What follows belongs to an exercise in optimizing a design on an open flow for small area and a short achievable clock period; a production flow would make more cautious choices.
At most, simulation tests tie the RTL to the original design; equivalence was not proved.

// aes_round_top
module aes_round_top (
  input  wire          clk,
  input  wire          rst,
  input  wire          in_valid,
  input  wire [256:0]  in_data,
  output wire          out_valid,
  output wire [127:0]  out_state
);
  localparam int SBOX_CYCLES = 2;
  reg  [SBOX_CYCLES:0] valid_pipe;
  wire [127:0]         shifted;
  always @(posedge clk) begin
    if (rst) begin
      valid_pipe <= '0;
    end else begin
      valid_pipe <= {valid_pipe[SBOX_CYCLES-1:0], in_valid};
    end
  end
  assign out_valid = valid_pipe[SBOX_CYCLES];
  reg [128*SBOX_CYCLES-1:0] key_pipe;
  wire [127:0]              round_key;
  always @(posedge clk) begin
    key_pipe[127:0] <= in_data[128:1] & {128{~in_data[0]}};
  end
  if (SBOX_CYCLES > 1) begin : g_key
    always @(posedge clk) begin
      key_pipe[128*SBOX_CYCLES-1:128] <= key_pipe[128*SBOX_CYCLES-129:0];
    end
  end
  assign round_key = key_pipe[128*SBOX_CYCLES-1 -: 128];
  aes_sub_shift_stage u_sub_shift (
    .clk      (clk),
    .in_state (in_data[256:129]),
    .shifted  (shifted)
  );
  aes_mix_key_stage u_mix_key (
    .clk       (clk),
  ...
Size: ~4400 cells after synthesis, ~1000 flip-flops, roughly 390 I/O pins.
clock: 5.0 ns
lec_check: 0
cap_margin: 20
core_margin: 2
core_utilization: 50
cts_buf_list: sky130_fd_sc_hd__clkbuf_8
cts_cluster_diameter: 60
cts_cluster_size: 16
place_density: 0.65
slew_margin: 20
standard.sh (not shown) runs the stock make flow with config.mk's settings and CLKGATE_MAP_FILE= SYNTH_SCRIPT=/design/flow/synth_recipe.tcl, a recipe that flattens the netlist after the stock synthesis.
==> flow/flow/run.sh <==
#!/bin/bash
# Own layout flow: the standard layout (standard.sh) with two changes.
#  1. Synthesis maps the logic with flow/abc.script (area-recovering mapping
#     that keeps the XOR structure of the s-boxes) in place of ORFS's ABC
#     speed script. Everything else in synthesis is the standard one
#     (synth_recipe.tcl on a copy of ORFS's scripts folder), so registers keep
#     their standard names and cells.
#  2. Ports are buffered with sky130_fd_sc_hd__buf_1 instead of the default
#     delay-cell buffer.
# Each tool's output goes to a log of its own in this folder (synth.log,
# layout.log) and ORFS's per-step logs under orfs/logs/.
set -euo pipefail
W=$PWD
rm -rf "$W/scripts_abc"
cp -r "$FLOW_HOME/scripts" "$W/scripts_abc"
cp "$W/flow/abc.script" "$W/scripts_abc/abc_speed.script"
bash "$W/standard.sh" synth SCRIPTS_DIR="$W/scripts_abc" > "$W/synth.log" 2>&1
bash "$W/standard.sh" finish "BUFFER_PORTS_ARGS=-buffer_cell sky130_fd_sc_hd__buf_1" > "$W/layout.log" 2>&1
==> flow/flow/abc.script <==
strash
dch -f
map -a
topo
buffer -c
upsize -c
dnsize -c
Rerun with:
--- a/flow/design.v
+++ b/flow/design.v
@@ -86,19 +86,19 @@
   wire M34, M35, M36, M37, M38, M39, M40, M41, M42, M43;
   wire M44, M45, M46, M47, M48, M49, M50, M51, M52, M53;
   wire M54, M55, M56, M57, M58, M59, M60, M61, M62, M63;
   wire L0, L1, L2, L3, L4, L5, L6, L7, L8, L9;
   wire L10, L11, L12, L13, L14, L15, L16, L17, L18, L19;
   wire L20, L21, L22, L23, L24, L25, L26, L27, L28, L29;
   wire S0, S1, S2, S3, S4, S5, S6, S7;
   reg  U7_q1, T1_q1, T2_q1, T3_q1, T4_q1, T6_q1, T8_q1, T9_q1, T10_q1, T13_q1;
-  reg  T15_q1, T16_q1, T17_q1, T19_q1, T20_q1, T22_q1, T23_q1, T25_q1, T27_q1, M19_q1;
-  reg  M20_q1, M21_q1, M22_q1, M50_q1, M56_q1, L0_q1, L1_q1, L6_q1, L7_q1, L8_q1;
-  reg  L9_q1, L10_q1, L11_q1, L14_q1, L15_q1, L17_q1, L19_q1, L22_q1, L23_q1;
+  reg  T15_q1, T16_q1, T17_q1, T19_q1, T20_q1, T22_q1, T23_q1, T27_q1, M20_q1, M21_q1;
+  reg  M22_q1, M23_q1, M50_q1, M56_q1, L0_q1, L1_q1, L6_q1, L7_q1, L8_q1, L9_q1;
+  reg  L10_q1, L11_q1, L14_q1, L15_q1, L17_q1, L19_q1, L22_q1, L23_q1;
   assign T1 = U0 ^ U3;
   assign T2 = U0 ^ U5;
   assign T3 = U0 ^ U6;
   assign T4 = U3 ^ U5;
   assign T5 = U4 ^ U6;
   assign T6 = T1 ^ T5;
   assign T7 = U1 ^ U2;
   assign T8 = U7 ^ T6;
@@ -138,33 +138,33 @@
   assign M15 = M14 ^ M11;
   assign M16 = M3 ^ M2;
   assign M17 = M5 ^ T24;
   assign M18 = M8 ^ M7;
   assign M19 = M10 ^ M15;
   assign M20 = M16 ^ M13;
   assign M21 = M17 ^ M15;
   assign M22 = M18 ^ M13;
-  assign M23 = M19_q1 ^ T25_q1;
-  assign M24 = M22_q1 ^ M23;
+  assign M23 = M19 ^ T25;
+  assign M24 = M22_q1 ^ M23_q1;
   assign M25 = M22_q1 & M20_q1;
   assign M26 = M21_q1 ^ M25;
   assign M27 = M20_q1 ^ M21_q1;
-  assign M28 = M23 ^ M25;
+  assign M28 = M23_q1 ^ M25;
   assign M29 = M28 & M27;
   assign M30 = M26 & M24;
-  assign M31 = M20_q1 & M23;
+  assign M31 = M20_q1 & M23_q1;
   assign M32 = M27 & M31;
   assign M33 = M27 ^ M25;
   assign M34 = M21_q1 & M22_q1;
   assign M35 = M24 & M34;
   assign M36 = M24 ^ M25;
   assign M37 = M21_q1 ^ M29;
   assign M38 = M32 ^ M33;
-  assign M39 = M23 ^ M30;
+  assign M39 = M23_q1 ^ M30;
   assign M40 = M35 ^ M36;
   assign M41 = M38 ^ M40;
   assign M42 = M37 ^ M39;
   assign M43 = M37 ^ M38;
   assign M44 = M39 ^ M40;
   assign M45 = M42 ^ M41;
   assign M46 = M44 & T6_q1;
   assign M47 = M40 & T8_q1;
@@ -235,22 +235,21 @@
     T13_q1 <= T13;
     T15_q1 <= T15;
     T16_q1 <= T16;
     T17_q1 <= T17;
     T19_q1 <= T19;
     T20_q1 <= T20;
     T22_q1 <= T22;
     T23_q1 <= T23;
-    T25_q1 <= T25;
     T27_q1 <= T27;
-    M19_q1 <= M19;
     M20_q1 <= M20;
     M21_q1 <= M21;
     M22_q1 <= M22;
+    M23_q1 <= M23;
     M50_q1 <= M50;
     M56_q1 <= M56;
     L0_q1 <= L0;
     L1_q1 <= L1;
     L6_q1 <= L6;
     L7_q1 <= L7;
     L8_q1 <= L8;
     L9_q1 <= L9;
The new run went through all stages and came out clean; wire length goes down by 2.1%; register-to-register slack gets worse by 0.02 ns; clock-buffer cell count decreases by 8; cell area shrinks by 1.6%; via count falls by 0.53%; die area went down by 1.2%; worst hold slack gets worse by 0.0074 ns; core utilization hardly moves; global-route usage went down by 0.12 points.
For the second run of this note, only the layout was checked, not whether the RTL still works.

aes_round_top, a different RTL version from the one above (not shown whole).
==> module aes_mix_column, before the edit <==
module aes_mix_column (
  input  wire [31:0] col_in,
  output wire [31:0] col_out
);
  wire [7:0] a0;
  wire [7:0] a1;
  wire [7:0] a2;
  wire [7:0] a3;
  assign a0 = col_in[31:24];
  assign a1 = col_in[23:16];
  assign a2 = col_in[15:8];
  assign a3 = col_in[7:0];
  assign col_out[31:24] = aes_math_pkg::xtime(a0) ^ aes_math_pkg::mul3(a1) ^ a2 ^ a3;
  assign col_out[23:16] = a0 ^ aes_math_pkg::xtime(a1) ^ aes_math_pkg::mul3(a2) ^ a3;
  assign col_out[15:8]  = a0 ^ a1 ^ aes_math_pkg::xtime(a2) ^ aes_math_pkg::mul3(a3);
  assign col_out[7:0]   = aes_math_pkg::mul3(a0) ^ a1 ^ a2 ^ aes_math_pkg::xtime(a3);
endmodule
==> module aes_mix_key_stage, before the edit <==
module aes_mix_key_stage (
  input  wire          clk,
  input  wire [127:0]  shifted,
  input  wire [127:0]  round_key,
  output reg  [127:0]  out_state
);
  wire [127:0] mixed;
  for (genvar c = 0; c < 4; c++) begin : g_col
    aes_mix_column u_mix (
      .col_in  (shifted[127 - 32*c -: 32]),
      .col_out (mixed[127 - 32*c -: 32])
    );
  end
  always @(posedge clk) begin
    out_state <= mixed ^ round_key;
  end
endmodule
Settings: LEC_CHECK=0, CAP_MARGIN=20, CORE_MARGIN=2, CORE_UTILIZATION=50, CTS_BUF_LIST=sky130_fd_sc_hd__clkbuf_8, CTS_CLUSTER_DIAMETER=60, CTS_CLUSTER_SIZE=16, PLACE_DENSITY=0.65, SLEW_MARGIN=20; clock period 5.0 ns.
==> flow/flow/abc.script <==
&get -n
&st
&dch -f
&nf -a -R 1000
&put
buffer -c
upsize -c
dnsize -c
Scripts as last shown in full above: flow/flow/run.sh
Rerun with:
--- a/flow/design.v
+++ b/flow/design.v
@@ -39,20 +39,16 @@
 `default_nettype none
 module aes_mix_column (
   input  wire [31:0] col_in,
+  input  wire [31:0] key_in,
   output wire [31:0] col_out
 );
-  wire [7:0] a0;
-  wire [7:0] a1;
-  wire [7:0] a2;
-  wire [7:0] a3;
-  assign a0 = col_in[31:24];
-  assign a1 = col_in[23:16];
-  assign a2 = col_in[15:8];
-  assign a3 = col_in[7:0];
-  assign col_out[31:24] = aes_math_pkg::xtime(a0) ^ aes_math_pkg::mul3(a1) ^ a2 ^ a3;
-  assign col_out[23:16] = a0 ^ aes_math_pkg::xtime(a1) ^ aes_math_pkg::mul3(a2) ^ a3;
-  assign col_out[15:8]  = a0 ^ a1 ^ aes_math_pkg::xtime(a2) ^ aes_math_pkg::mul3(a3);
-  assign col_out[7:0]   = aes_math_pkg::mul3(a0) ^ a1 ^ a2 ^ aes_math_pkg::xtime(a3);
+  wire [31:0] t;
+  for (genvar i = 0; i < 4; i++) begin : g_row
+    assign t[31 - 8*i -: 8] = col_in[31 - 8*i -: 8] ^ col_in[31 - 8*((i + 1) % 4) -: 8];
+    assign col_out[31 - 8*i -: 8] =
+      aes_math_pkg::xtime(t[31 - 8*i -: 8]) ^
+      ((col_in[31 - 8*((i + 1) % 4) -: 8] ^ key_in[31 - 8*i -: 8]) ^ t[31 - 8*((i + 2) % 4) -: 8]);
+  end
 endmodule
 `default_nettype wire
 `timescale 1ns/1ns
@@ -285,15 +281,16 @@
   input  wire [127:0]  round_key,
   output reg  [127:0]  out_state
 );
-  wire [127:0] mixed;
+  wire [127:0] keyed;
   for (genvar c = 0; c < 4; c++) begin : g_col
     aes_mix_column u_mix (
       .col_in  (shifted[127 - 32*c -: 32]),
-      .col_out (mixed[127 - 32*c -: 32])
+      .key_in  (round_key[127 - 32*c -: 32]),
+      .col_out (keyed[127 - 32*c -: 32])
     );
   end
   always @(posedge clk) begin
-    out_state <= mixed ^ round_key;
+    out_state <= keyed;
   end
 endmodule
 `default_nettype wire
Outcome:
- The new run finished with timing, DRC and antenna clean
- via count drops slightly
- design area falls slightly
- core utilization came out higher by 0.13 points
- fmax shrinks by a few percent
- worst setup slack loses 0.069 ns

[afterwards: timing with drivers on the ports]
Ports are ideal in the flow. The routed layouts listed here were re-timed in OpenROAD. Step 1: set_driving_cell puts a clkbuf_16 on clk and a buf_2 on each other input, an assumption about the parent block. Step 2 also shifts input and output timing later by t, the mid clock arrival at the registers, as if the neighbouring blocks saw the same clock. a / b / c = ideal ports / drivers / drivers and shift; a / b = the first two.
run | t, ns | setup slack, ns | worst setup path after step 2 | latest minus earliest clock arrival (ns)
the first run of note 1 | 0.748 | 2.621 / 2.588 / 1.918 | input to register | 0.036 / 0.037
the second run of note 1 | 0.727 | 2.595 / 2.506 / 1.779 | input to register | 0.038 / 0.038
the first run of note 2 | 0.734 | 2.556 / 2.556 / 1.884 | input to register | 0.032 / 0.032
the second run of note 2 | 0.754 | 2.487 / 2.487 / 1.931 | input to register | 0.047 / 0.046
After both steps every run listed still meets setup and hold. The setup slack of the second run of note 1, which loses most, moves by -0.089 ns with the drivers and by -0.816 ns with both steps.
